Background: an optimization exercise with open tools, aiming at a short achievable clock period, few clock cycles and low power. Do not read the settings as production practice. Only simulation tests tie the RTL to the original design; equivalence was not proved. Power is estimated from default activity; no workload was simulated.

==> flow/design.v, too long to show whole: its modules and the start of the top module <==
// module mac_lane_sum: 1967 lines
// module mac_vector_engine: 1066 lines
module mac_vector_engine (
  input logic clk,
  input logic reset_n,
  input logic start,
  input logic clear,
  input logic [9:0] vec_len,
  input logic signed [47:0] bias,
  input logic in_valid,
  input logic [35:0] in_a,
  input logic [35:0] in_b,
  input logic out_ready,
  output logic busy,
  output logic in_ready,
  output logic out_valid,
  output logic signed [17:0] out_data,
  output logic signed [47:0] out_acc,
  output logic acc_overflow
);
  // ...
==> flow/run.sh <==
#!/bin/bash
# synth_recipe.tcl (not shown) runs the flow's synth.tcl, then flattens the netlist and writes it again
# the make line also repeats each setting of config.mk as NAME=value (left out here)
make -C /OpenROAD-flow-scripts/flow DESIGN_CONFIG=/design/flow/config.mk WORK_HOME=/design/flow/orfs CLKGATE_MAP_FILE= SYNTH_SCRIPT=/design/flow/synth_recipe.tcl finish
==> flow/config.mk <==
export PLATFORM = sky130hd
export DESIGN_NAME = mac_vector_engine
export DESIGN_NICKNAME = mac_vector_engine
export VERILOG_FILES = /design/flow/design.v
export SDC_FILE = /design/flow/constraint.sdc
export NUM_CORES = 4
export LEC_CHECK = 0
export ABC_CLOCK_PERIOD_IN_PS = 2900
export CAP_MARGIN = 20
export CORE_MARGIN = 2
export CORE_UTILIZATION = 60
export CTS_BUF_LIST = sky130_fd_sc_hd__clkbuf_16
export CTS_CLUSTER_DIAMETER = 70
export CTS_CLUSTER_SIZE = 40
export SETUP_SLACK_MARGIN = 4.1
export SLEW_MARGIN = 20
==> flow/constraint.sdc <==
create_clock -name core_clock -period 7.0 [get_ports {clk}]
set_input_delay 1.4000 -clock core_clock [delete_from_list [all_inputs] [get_ports {clk}]]
set_output_delay 1.4000 -clock core_clock [all_outputs]
set_load 0.01 [all_outputs]
==> impl_results.md, run 1 <==
* Critical path's most frequent cell: sky130_fd_sc_hd__fa_1
* Family with the most delay on the worst path: adder cells
* Post-CTS sizing at roughly 150
* Beginning of the worst register-to-register path: two_q[15]
* Share of the synthesized netlist area taken by xor and xnor gates at 0.109
* Number of well taps at 696
* Per-cell via count in the routed design at 5.85
* Worst Max-Slew Pin Slew at slightly above 1000 ps
* Critical Path Slowest Stage Cell: sky130_fd_sc_hd__dfxtp_2
* Internal Pwr Total at 6.73 mW
* Outcome: finished clean
* Cells along the critical path: a22oi_1 > xor2_1 > fa_1 > fa_1 > inv_1 > fa_1 > and2_1
* Initial DRC count at 2,222
* Number of ordinary and repair buffers in the finished layout at 230
* Worst reg2reg path endpoint: u_sum.t1_q[56]
* Setup repair after global routing missed its margin: no
* Buffers plus inverters on the worst setup path at 1
* Power drawn by the sequential cells at about 4.2 mW
* Seq cells at 531
* Largest clock skew in the final design at ~30 ps
* Total wire length at between 70,000 and 80,000 um
* Flip-flop and latch count after synthesis at 531
* M3 GR Usage at 0.0553
* Worst min path class: reg -> reg
* Multi-input combinational cell count at 2,074
* Adder-cell share of the synthesized area at 0.221
* Starting utilization of the core area at 0.608
* Mux share of post-synthesis cell area at 0.0124
* Worst slack after detailed placement at 3470 ps
* F_max at roughly 0.34 GHz
* Net Sw Power at 4.09 mW
* Number of nets with antenna violations after detailed routing at 0
* Most frequent cells in the layout: sky130_fd_sc_hd__dfxtp_1, sky130_fd_sc_hd__a22oi_1, sky130_fd_sc_hd__fa_1
* Crit path capture type: flop
Testbench counts, summed over its fixed seeds: cycles 12,350.
==> run 2: changes to the inputs <==
--- a/flow/config.mk
+++ b/flow/config.mk
@@ -14,3 +14,3 @@
 export CTS_CLUSTER_SIZE = 40
-export SETUP_SLACK_MARGIN = 4.1
+export SETUP_SLACK_MARGIN = 4.4
 export SLEW_MARGIN = 20
==> impl_results.md, run 2 <==
* Hold violation count in the final report at 0
* Count of flip-flops with a built-in enable after synthesis at 107
* Placer's final routability congestion estimate at 0.942
* Clock root buffer: sky130_fd_sc_hd__clkbuf_16
* Number of warnings reported in the yosys synthesis log at 4
* Largest registers ranked by flip-flop count: u_sum.t1_q (133), u_sum.t2_q (65)
* Min Tclk post-route at around 2800 ps
* Flip-flop and latch count after synthesis at 531 (unchanged)
* Number of max-cap violations at 0
* Chip height at 238 um
* Worst Path Arrival at between 3000 and 4000 ps
* Synthesized instance count at 3,109
* Cell with the most instances after synthesis: sky130_fd_sc_hd__dfxtp_1
* Internal Pwr Total at 7.07 mW (+5.1%)
* Leading post-synthesis cells by instance count: sky130_fd_sc_hd__dfxtp_1, sky130_fd_sc_hd__a22oi_1, sky130_fd_sc_hd__fa_1
* Largest fanout on the critical path at 5
* Total global routing track utilization at 0.295
* Summed area of non-filler cells in the final layout at 38,900 um^2
* Worst slack after detailed placement at 3450 ps (-18.6 ps)
* Critical path's most frequent cell: sky130_fd_sc_hd__fa_1
* F_max at 0.354 GHz (+2.7%)
* Netlist cell types at 79
* Wire length of the first global-routing pass at 131,000 um
* Required @ worst endpoint at 7500 ps
* Fill cells at 3,833
* Final cell utilization of the core at 0.721
* Initial antenna violation count at 0
* Dominant synthesized flop cell: sky130_fd_sc_hd__dfxtp_1
* Final slew viol count at 0
* Type of the worst setup path: reg -> reg
* Clock network power share at 0.206
* Worst Setup Slack, final at between 4000 and 5000 ps
* Number of nets with antenna violations after detailed routing at 0 (unchanged)
* DRC at 0
* Critical Path Slowest Stage Cell: sky130_fd_sc_hd__fa_2
* Buffers plus inverters on the worst setup path at 2 (+1)
* Power density of the placed cells at 294 nW/um^2
* Ranking of synthesized cells by area: sky130_fd_sc_hd__dfxtp_1, sky130_fd_sc_hd__fa_1, sky130_fd_sc_hd__edfxtp_1
* Cells along the critical path: clkbuf_4 > a22oi_2 > xnor2_1 > fa_2 > fa_1 > inv_1 > fa_1 > nor2b_1
* Largest clock skew in the final design at 32.1 ps (+1.28 ps)
* Cell type contributing the most total cell area after synthesis: sky130_fd_sc_hd__dfxtp_1
* Mean instance size in the synthesized netlist at roughly 11 um^2
* Clock sink total at 531
* Peak VDD IR at between 0.2 and 0.25 mV
* Fraction of final layout cells with drive strength greater than 1 at 0.202
* Net Sw Power at 4.35 mW (+6.4%)
* Antenna diode count at 0
* Worst Max-Slew Pin Slew at 1010 ps (-23.6 ps)
* Total of endpoints with negative setup slack in the final report at 0
* TritonCTS clock tree: yes
* Latest clock arrival within the worst-skew pair at 610 ps
* Period utilization at 0.404
* Mapped cell area at 32,800 um^2
* Area of the multi-input gates at between 15,000 and 20,000 um^2
* Largest stage delay, worst path at approximately 550 ps
* Outcome: finished clean
* Starting utilization of the core area at 0.608 (unchanged)
* Most common cell after layout, fill and taps aside: sky130_fd_sc_hd__dfxtp_1
* Most frequent cells in the layout: sky130_fd_sc_hd__dfxtp_1, sky130_fd_sc_hd__fa_1, sky130_fd_sc_hd__xor2_1
* Async SR Flop Fraction at 0.0414
* Worst R2R Setup Slack at roughly 4200 ps
* Total wire length at 89,100 um (+14%)
* Buffer depth of the longest clock path at 3
* Crit path capture type: flop
* Number of placed I/O pins at 206
* Quantity of I/O buffers inserted on ports at 205
* Largest register FFs at around 130
* Avg WL per Cell at 22.1 um
* Flop pwr share at 0.364
* Footprint of the flip-flops and latches at 12,100 um^2
* Setup repair after global routing missed its margin: yes
* Largest register by flop count: u_sum.t1_q
* Detailed Place HPWL at 56,600 um
* Initial DRC count at 2,422 (+9.0%)
* Via count of the routed design at 23,956
* Nets in the synthesized netlist at 3,645
* Sum of negative setup slack at 0 ps
* Pin count of the biggest net entering global routing at 135
* Worst min path class: reg -> reg
* Switching part of the total power at 0.381
* Leakage power at approximately 16 nW
* Portion of synthesized cell area occupied by the leading cell type at 0.246
* Relative contribution of combinational cells to total power at 0.430
* TritonCTS buffer count at 35
* Crit start category: flop
* Clock-pin slew reported for the worst setup and hold paths after clock tree synthesis at 90 ps
* Worst rel slew slack at 0.329
* Final total power at 11.4 mW
* Number of global-route vias before repair at ~24,000
* Final layout net count at 3,849
* Drt first pass iters at 6
* Per-cell via count in the routed design at 5.94 (+1.5%)
* H-tree depth reported by CTS at 2
* Family with the most delay on the worst path: adder cells
* DIE AREA at roughly 56,000 um^2
* Number of standard-cell rows in the floorplan at 85
* Seq/Total Area, Yosys at 0.360
* Die Width at 238 um
* Area of the core at 53,900 um^2
* Synth-to-layout area growth at 18.7%
* Placement Cell Area at 34,900 um^2
* Overall overflow remaining after global route at 0
-- run 2: changes by cell type in the layout (fill, tap and decap cells not counted), sizes merged --
cell	delta
clkbuf	+9
clkinv	+6
clkinvlp	+3
dlygate4sd2	-70
buf	+261
inv	-6
bufinv	-1
-- run 2: through the flow --
stage | hold WS [ps] | std cells
after CTS | 335 | 3919
after floorplan | 310 | 3109
after global routing | 338 | 4035
after detailed placement | 312 | 3774
final | 333 | 4035
after global placement | 311 | 3774
-- run 2: cell families (layout without fill, tap and decap cells) --
logic type | count (synthesis) | count (layout) | share of synthesized area
simple gates | 619 | 619 | 0.105
compound gates | 612 | 612 | 0.133
flops | 531 | 531 | 0.360
buf+inv | 504 | 734 | 0.0599
xor+xnor | 406 | 406 | 0.109
fa+ha+maj | 400 | 400 | 0.221
mux | 37 | 37 | 0.0124
-- run 2: cell type report --
| class | instances | area share |
|---|---|---|
| timing repair buffer | 425 | 0.0984 |
| clock inverter | 28 | 0.0117 |
| multi-input combinational | 2074 | 0.510 |
| clock buffer | 35 | 0.0225 |
| inverter | 246 | 0.0239 |
| sequential | 531 | 0.311 |
| tap | 696 | 0.0224 |
-- run 2: routing by layer --
layer	vias up	GRT usage	part of all wire
met4	0	0.120	0.058
met3	347	0.0599	0.096
met5	-	0	0
met1	11518	0.401	0.40
li1	10768	-	-
met2	1323	0.464	0.44
-- run 2: worst paths after layout --
| check | endpoint | from | depth (start not counted) |
|---|---|---|---|
| setup / recovery | u_sum.t1_q[95] | two_q[4] | 8 |
| max in group asynchronous | lk_q[1] | reset_n | 1 |
| hold reg to reg | sd2_q[0][6] | u_sum.t2_q[62] | 0 |
| setup reg to reg | u_sum.t1_q[95] | two_q[4] | 8 |
| hold / removal | sd2_q[0][6] | u_sum.t2_q[62] | 0 |
| min in group asynchronous | busy_q | reset_n | 1 |
-- run 2: power by group through the flow --
| stage | registers [mW] | logic [mW] | clock network, mW |
|---|---|---|---|
| detailed placement | 4.26 | 4.39 | 0 |
| CTS | 4.17 | 4.57 | 2.41 |
| global placement | 4.25 | 4.24 | 0 |
| finish | 4.16 | 4.91 | 2.35 |
| floorplan | 3.99 | 3.35 | 0 |
| global route | 4.21 | 5.49 | 2.52 |
-- run 2: repair_timing --
item                                    in CTS  in global routing
pin swaps                                   24                 75
endpoints found under the setup margin     214                151
hold buffers                                 0                  0
gates resized for setup                    477                205
buffers inserted                            82                116
==> run 3: changes to the inputs <==
--- a/flow/config.mk
+++ b/flow/config.mk
@@ -14,3 +14,3 @@
 export CTS_CLUSTER_SIZE = 40
-export SETUP_SLACK_MARGIN = 4.4
+export SETUP_SLACK_MARGIN = 4.3
 export SLEW_MARGIN = 20
==> impl_results.md, run 3 <==
* Largest registers ranked by flip-flop count: u_sum.t1_q (133), u_sum.t2_q (65)
* Peak VDD IR at 0.270 mV (+16%)
* Synthesized instance count at 3,109 (unchanged)
* Largest register FFs at 133 (unchanged)
* Number of global-route vias before repair at 23,408 (-0.83%)
* Cell type contributing the most total cell area after synthesis: sky130_fd_sc_hd__dfxtp_1
* Latest clock arrival within the worst-skew pair at 670 ps (+60 ps)
* Hold violation count in the final report at 0 (unchanged)
* Fraction of final layout cells with drive strength greater than 1 at 0.201 (-0.000493)
* H-tree depth reported by CTS at 1 (-1)
* Cells along the critical path: buf_4 > a22oi_1 > xor2_1 > fa_1 > fa_1 > inv_1 > fa_2 > and2_1
* Overall overflow remaining after global route at 0 (unchanged)
* Final total power at 11.1 mW (-2.5%)
* Most common cell after layout, fill and taps aside: sky130_fd_sc_hd__dfxtp_1
* Mapped cell area at 32,800 um^2 (unchanged)
* Origin of the worst min-delay path: u_sum.vl_q
* Largest fanout on the critical path at 6 (+1)
* Cell total after placement at 3,772 (-0.053%)
* Area of the multi-input gates at 19,800 um^2 (-0.19%)
* Hold-critical path depth at 0 (unchanged)
* Worst R2R Setup Slack at 4170 ps (about the same)
* Initial DRC count at 2,718 (+12%)
* Family with the most delay on the worst path: adder cells
* Chip height at 238 um (unchanged)
* Required @ worst endpoint at 7580 ps (+80 ps)
* Hold bufs inserted after CTS at 0 (unchanged)
* Drt first pass iters at 6 (unchanged)
* Leading post-synthesis cells by instance count: sky130_fd_sc_hd__dfxtp_1, sky130_fd_sc_hd__a22oi_1, sky130_fd_sc_hd__fa_1
* Die Width at 238 um (unchanged)
* Critical path's most frequent cell: sky130_fd_sc_hd__fa_1
* Hold Crit Endpoint: sd2_q[0][8]
* Async SR Flop Fraction at 0.0414 (unchanged)
* Critical Path Slowest Stage Cell: sky130_fd_sc_hd__fa_1
* Filler-free cell count of the finished design at 4,069 (+0.84%)
* Detailed Place HPWL at 56,100 um (-0.95%)
* Per-cell via count in the routed design at 6.01 (+1.2%)
* Sum of negative setup slack at 0 ps (unchanged)
* Crit start category: flop
* Total of endpoints with negative setup slack in the final report at 0 (unchanged)
* Synth-to-layout area growth at 19.6%
* Placement Cell Area at 34,800 um^2 (-0.35%)
* Footprint of the flip-flops and latches at 12,100 um^2 (about the same)
* Clock sink total at 531 (unchanged)
* Final layout net count at 3,885 (+0.94%)
* Dominant synthesized flop cell: sky130_fd_sc_hd__dfxtp_1
* Summed area of non-filler cells in the final layout at 39,200 um^2 (+0.76%)
* Netlist cell types at 79 (unchanged)
* Number of nets with antenna violations after detailed routing at 0 (unchanged)
* Most frequent cells in the layout: sky130_fd_sc_hd__dfxtp_1, sky130_fd_sc_hd__fa_1, sky130_fd_sc_hd__inv_1
* Setup repair after global routing missed its margin: yes
* Flip-flop and latch count after synthesis at 531 (unchanged)
* Outcome: finished clean
* Avg WL per Cell at 22.1 um (about the same)
* Ranking of synthesized cells by area: sky130_fd_sc_hd__dfxtp_1, sky130_fd_sc_hd__fa_1, sky130_fd_sc_hd__edfxtp_1
* TritonCTS buffer count at 29 (-17%)
* Buffers plus inverters on the worst setup path at 2 (unchanged)
* Number of standard-cell rows in the floorplan at 85 (unchanged)
* Period utilization at 0.405 (+0.000864)
* Worst Reg2Reg Path Length in Cells at 8 (unchanged)
* Clock root buffer: sky130_fd_sc_hd__clkbuf_16
* Fill cells at 3,721 (-2.9%)
* F_max at 0.353 GHz (-0.21%)
* Wire length of the first global-routing pass at 128,000 um (-2.2%)
* Crit path capture type: flop
* Worst rel slew slack at 0.313 (-0.0163)
* Quantity of I/O buffers inserted on ports at 205 (unchanged)
* Worst Path Arrival at 3410 ps (+90 ps)
* Total wire length at 89,800 um (+0.77%)
* Buffer depth of the longest clock path at 3 (unchanged)
* Worst min path class: reg -> reg
* Mean instance size in the synthesized netlist at 10.5 um^2 (unchanged)
* Leakage power at 15.7 nW (+1.3%)
* Beginning of the worst register-to-register path: a_q[2]
* Worst reg2reg path endpoint: u_sum.t1_q[56]
* Count of flip-flops with a built-in enable after synthesis at 107 (unchanged)
* Placer's final routability congestion estimate at 0.958 (+1.7%)
* Power density of the placed cells at 284 nW/um^2 (-3.2%)
* Seq/Total Area, Yosys at 0.360 (unchanged)
* Total global routing track utilization at 0.284 (-0.0114)
* TritonCTS clock tree: yes
* DIE AREA at 56,500 um^2 (unchanged)
* Largest clock skew in the final design at 43.7 ps (+11.6 ps)
* Portion of synthesized cell area occupied by the leading cell type at 0.246 (unchanged)
* Pin count of the biggest net entering global routing at 135 (unchanged)
* DRC at 0 (unchanged)
* Initial antenna violation count at 1 (+1)
* Via count of the routed design at 24,439 (+2.0%)
* Largest stage delay, worst path at 580 ps (+30 ps)
* Starting utilization of the core area at 0.608 (unchanged)
* Cell with the most instances after synthesis: sky130_fd_sc_hd__dfxtp_1
* Number of max-cap violations at 0 (unchanged)
* Worst Max-Slew Pin Slew at 1030 ps (+24.4 ps)
* Number of placed I/O pins at 206 (unchanged)
* Clock-pin slew reported for the worst setup and hold paths after clock tree synthesis at 110 ps (+20 ps)
* Number of warnings reported in the yosys synthesis log at 4 (unchanged)
* Area of the core at 53,900 um^2 (unchanged)
* Type of the worst setup path: reg -> reg
* Largest register by flop count: u_sum.t1_q
* Final slew viol count at 0 (unchanged)
* Nets in the synthesized netlist at 3,645 (unchanged)
* Hold slack at 334 ps (+0.740 ps)
* Min Tclk post-route at 2830 ps (+6.05 ps)
-- run 3: cell count changes in the layout (fill, tap and decap cells not counted), sizes merged --
cell | previous run | this run
buf | 288 | 297
clkinv | 12 | 8
diode | 0 | 1
bufinv | 1 | 0
clkdlybuf4s15 | 0 | 16
clkbuf | 39 | 51
inv | 257 | 262
clkinvlp | 4 | 0
-- run 3: final cells by class --
| type | instances | share of cell area |
|---|---|---|
| clock inverter | 24 | 0.00955 |
| antenna | 1 | 0.0000639 |
| timing repair buffer | 467 | 0.111 |
| tap | 696 | 0.0222 |
| clock buffer | 30 | 0.0192 |
| sequential | 531 | 0.309 |
| inverter | 246 | 0.0236 |
| multi-input combinational | 2074 | 0.505 |
-- run 3: how the worst max path moves through the flow --
| stage | from | end | slack [ps] | depth (start not counted) |
|---|---|---|---|---|
| 6_report | a_q[2] | u_sum.t1_q[56] | 4170 | 8 |
| 3_5_place_dp | in_valid | rem_q[3] | 3480 | 7 |
| 4_1_cts | neg_q[12] | u_sum.t1_q[56] | 4240 | 7 |
| 2_1_floorplan | one_q[16] | u_sum.t1_q[56] | 4270 | 9 |
| 5_1_grt | one_q[5] | u_sum.t1_q[39] | 4080 | 7 |
| 3_3_place_gp | in_valid | rem_q[6] | 3500 | 7 |
-- run 3: where the power goes --
group	leakage [nW]	internal, mW	switching (mW)
combinational	10.5	2.23	2.68
sequential	4.68	3.75	0.378
clock	0.545	0.895	1.21
total	15.7	6.87	4.27
-- run 3: cells by family after synthesis --
family          after synthesis  share of synthesized area
mux                          37                     0.0124
fa+ha+maj                   400                      0.221
simple gates                619                      0.105
compound gates              612                      0.133
flops                       531                      0.360
xor+xnor                    406                      0.109
buf+inv                     504                     0.0599
-- run 3: timing repair --
action                     4_1_cts  5_1_grt
resized for setup              385      257
setup buffers                   66      176
setup endpoints to repair      190      139
pin swaps                       16      103
-- run 3: per-layer routing --
metal,track usage,vias up,share of wire
met5,0,-,0
met4,0.100,0,0.067
met3,0.0549,436,0.097
met2,0.452,1509,0.44
met1,0.389,11659,0.40
li1,-,10835,-
-- run 3: metrics by stage --
| stage | setup slack [ps] | util |
|---|---|---|
| 2_1_floorplan | 4270 | - |
| 3_3_place_gp | 3500 | 0.645 |
| 3_5_place_dp | 3480 | 0.645 |
| 4_1_cts | 4240 | 0.682 |
| 5_1_grt | 4080 | 0.727 |
| 6_report | 4170 | 0.727 |
-- run 3: worst reg2reg max path: cells and delay by family, from the launching register on --
family / cells / cell delay (ps)
fa+ha+maj: 3 / 1570
flops: 1 / 400
buf+inv: 2 / 240
compound gates: 1 / 220
xor+xnor: 1 / 220
simple gates: 1 / 110
==> run 4: changes to the inputs <==
--- a/flow/config.mk
+++ b/flow/config.mk
@@ -14,3 +14,3 @@
 export CTS_CLUSTER_SIZE = 40
-export SETUP_SLACK_MARGIN = 4.3
+export SETUP_SLACK_MARGIN = 4.2
 export SLEW_MARGIN = 20
==> impl_results.md, run 4 <==
* Outcome: finished clean
* Crit start category: flop
* Compound-gate portion of the synthesized area at 0.133 (unchanged)
* Worst R2R Setup Slack at 4260 ps (+90 ps)
* Largest registers ranked by flip-flop count: u_sum.t1_q (133), u_sum.t2_q (65)
* Leading post-synthesis cells by instance count: sky130_fd_sc_hd__dfxtp_1, sky130_fd_sc_hd__a22oi_1, sky130_fd_sc_hd__fa_1
* Share of the synthesized netlist area taken by xor and xnor gates at 0.109 (unchanged)
* Cell total after placement at 3,774 (+0.053%)
* Number of global-route vias before repair at 23,108 (-1.3%)
* Synth-to-layout area growth at 11.4%
* Largest clock skew in the final design at 29.4 ps (-14.3 ps)
* Critical Path Slowest Stage Cell: sky130_fd_sc_hd__edfxtp_1
* Final slew viol count at 0 (unchanged)
* Mean instance size in the synthesized netlist at 10.5 um^2 (unchanged)
* Buffer depth of the longest clock path at 3 (unchanged)
* Cell type contributing the most total cell area after synthesis: sky130_fd_sc_hd__dfxtp_1
* Mux share of post-synthesis cell area at 0.0124 (unchanged)
* Total global routing track utilization at 0.280 (-0.00363)
* Number of max-cap violations at 0 (unchanged)
* Clock sink total at 531 (unchanged)
* Family with the most delay on the worst path: flip-flops
* Die Width at 238 um (unchanged)
* Buffers plus inverters on the worst setup path at 1 (-1)
* Initial antenna violation count at 1 (unchanged)
* Chip height at 238 um (unchanged)
* Peak VDD IR at 0.240 mV (-11%)
* Number of nets with antenna violations after detailed routing at 0 (unchanged)
* Adder-cell share of the synthesized area at 0.221 (unchanged)
* Synthesized instance count at 3,109 (unchanged)
* Total of endpoints with negative setup slack in the final report at 0 (unchanged)
* Type of the worst setup path: reg -> out
* Clock-pin slew reported for the worst setup and hold paths after clock tree synthesis at 100 ps (about the same)
* Setup repair after global routing missed its margin: yes
* Clock root buffer: sky130_fd_sc_hd__clkbuf_16
* Worst rel slew slack at 0.314 (+0.00169)
* Number of placed I/O pins at 206 (unchanged)
* Flip-flop and latch count after synthesis at 531 (unchanged)
* Via count of the routed design at 22,534 (-7.8%)
* Detailed Place HPWL at 56,200 um (+0.18%)
* Worst min path class: reg -> reg
* Drt first pass iters at 6 (unchanged)
* Wire length of the first global-routing pass at 126,000 um (-1.4%)
* Largest register FFs at 133 (unchanged)
* Worst slack after detailed placement at 3470 ps (-6.59 ps)
* Final layout net count at 3,669 (-5.6%)
* Per-cell via count in the routed design at 5.85 (-2.7%)
* Leakage power at 14.5 nW (-7.9%)
* Fraction of final layout cells with drive strength greater than 1 at 0.0807 (-0.121)
* Number of standard-cell rows in the floorplan at 85 (unchanged)
* Hold bufs inserted after CTS at 0 (unchanged)
* Area of the multi-input gates at 19,100 um^2 (-3.5%)
* Mapped cell area at 32,800 um^2 (unchanged)
* Placer's final routability congestion estimate at 0.946 (-1.2%)
* Overall overflow remaining after global route at 0 (unchanged)
* H-tree depth reported by CTS at 1 (unchanged)
* Pin count of the biggest net entering global routing at 135 (unchanged)
* Total wire length at 78,400 um (-13%)
* Power density of the placed cells at 296 nW/um^2 (+4.3%)
* Netlist cell types at 79 (unchanged)
* Number of warnings reported in the yosys synthesis log at 4 (unchanged)
* TritonCTS clock tree: yes
* Largest stage delay, worst path at 380 ps (-200 ps)
* DRC at 0 (unchanged)
* Worst Max-Slew Pin Slew at 1030 ps (-2.54 ps)
* Hold violation count in the final report at 0 (unchanged)
* Worst Path Arrival at 1350 ps (-2060 ps)
* Nets in the synthesized netlist at 3,645 (unchanged)
* Crit path capture type: output port
* Largest fanout on the critical path at 1 (-5)
* Worst Setup Slack, final at 4250 ps (+77.2 ps)
* Footprint of the flip-flops and latches at 12,100 um^2 (about the same)
* Most common cell after layout, fill and taps aside: sky130_fd_sc_hd__dfxtp_1
* Dominant synthesized flop cell: sky130_fd_sc_hd__dfxtp_1
* TritonCTS buffer count at 31 (+6.9%)
* Final total power at 10.8 mW (-2.9%)
* Min Tclk post-route at 2750 ps (-77.2 ps)
* Required @ worst endpoint at 5600 ps (-1980 ps)
* Count of flip-flops with a built-in enable after synthesis at 107 (unchanged)
* DIE AREA at 56,500 um^2 (unchanged)
* Latest clock arrival within the worst-skew pair at 650 ps (-20 ps)
* Quantity of I/O buffers inserted on ports at 205 (unchanged)
* Area of the core at 53,900 um^2 (unchanged)
* Most frequent cells in the layout: sky130_fd_sc_hd__dfxtp_1, sky130_fd_sc_hd__a22oi_1, sky130_fd_sc_hd__fa_1
* Synthesized-area fraction occupied by and/or/nand/nor cells at 0.105 (unchanged)
* Avg WL per Cell at 20.3 um (-7.8%)
* Final cell utilization of the core at 0.677 (-0.0498)
* Main combinational cell family by area after synthesis: adder cells
* Sum of negative setup slack at 0 ps (unchanged)
* Period utilization at 0.393 (-0.0110)
* Seq/Total Area, Yosys at 0.360 (unchanged)
* Async SR Flop Fraction at 0.0414 (unchanged)
* F_max at 0.363 GHz (+2.8%)
* Ranking of synthesized cells by area: sky130_fd_sc_hd__dfxtp_1, sky130_fd_sc_hd__fa_1, sky130_fd_sc_hd__edfxtp_1
* Antenna diode count at 0 (-1)
* Initial DRC count at 2,095 (-23%)
* Filler-free cell count of the finished design at 3,854 (-5.3%)
* Cells along the critical path: dlygate4sd2_1
* Cell with the most instances after synthesis: sky130_fd_sc_hd__dfxtp_1
* Fill cells at 4,165 (+12%)
* Starting utilization of the core area at 0.608 (unchanged)
* Portion of synthesized cell area occupied by the leading cell type at 0.246 (unchanged)
* Largest register by flop count: u_sum.t1_q
## run 4: cell counts after synthesis
No cell type changed its count.
## run 4: cell families after synthesis
| group | count (synthesis) |
|---|---|
| adders and majority gates | 400 |
| AOI/OAI and AO/OA | 612 |
| xor gates and xnor gates | 406 |
| and+or+nand+nor | 619 |
| buffers and inverters | 504 |
| muxes | 37 |
| DFF | 531 |
## run 4: metal layers
| metal | track usage | part of all wire |
|---|---|---|
| met4 | 0.0795 | 0.025 |
| met3 | 0.0582 | 0.084 |
| met5 | 0 | 0 |
| met2 | 0.440 | 0.45 |
| met1 | 0.395 | 0.44 |
## run 4: layout make-up
class                           count  share of cell area
Clock inverter                     26              0.0103
Tap cell                          696              0.0239
Sequential cell                   531               0.331
Multi-Input combinational cell   2074               0.524
Timing Repair Buffer              249              0.0638
Inverter                          246              0.0253
Clock buffer                       32              0.0219
## run 4: power by group
part           leakage [nW]  internal, mW  switching [mW]  total, mW
Combinational          9.22          2.03            2.47       4.50
Clock                 0.565         0.937            1.20       2.14
Sequential             4.68          3.75           0.431       4.18
## run 4: worst paths after layout
kind	from	to	depth (start not counted)
max in group asynchronous	reset_n	lk_q[1]	1
setup / recovery	res_q[2]	out_acc[2]	1
hold reg to reg	u_sum.vl_q	sd2_q[0][8]	0
setup reg to reg	one_q[14]	u_sum.t1_q[86]	7
hold / removal	u_sum.vl_q	sd2_q[0][8]	0
min in group asynchronous	reset_n	inf_q	1
## run 4: per-stage QoR
stage | hold WS, ps | instance area [um^2]
after floorplan | 310 | 32900
after global placement | 311 | 34800
after detailed placement | 312 | 34800
after CTS | 335 | 36100
after global routing | 343 | 36500
final | 335 | 36500
## run 4: repair_timing
action                     4_1_cts  5_1_grt
setup buffers                    4       18
setup endpoints to repair      174       88
gates resized for setup        194       70
pin swaps                        3       13

[afterwards: timing with drivers on the ports]
In the flow no input, the clock included, has a driving cell. The finished layouts below were timed again as built, in two steps.
Step 1 sets driving cells, clkbuf_16 on the clock port and buf_2 on the other inputs (assumed; they add their load-dependent delay and slew).
Step 2 moves the port delays by t, midway between the first and last clock arrival at a register: inputs arrive t later, outputs are due t later. That takes back most of the time a late clock gives input paths.
a / b / c = ideal / step 1 / step 2; a / b = the first two.
run	t, ns	slack for setup (ns)	worst setup path at the end	clock arrival spread, ns	cell pins on the clock port's net
run 1	0.705	4.099 / 4.099 / 3.687	input to register	0.037 / 0.037	1
run 2	0.650	4.174 / 4.174 / 3.987	input to register	0.033 / 0.034	1
run 3	0.706	4.168 / 4.168 / 3.828	input to register	0.052 / 0.053	1
run 4	0.697	4.246 / 4.188 / 3.856	input to register	0.032 / 0.032	1
After both steps setup and hold are still met in every run listed. The setup slack of run 1, which loses most, moves by 0.000 ns with the drivers and by -0.412 ns with both steps.
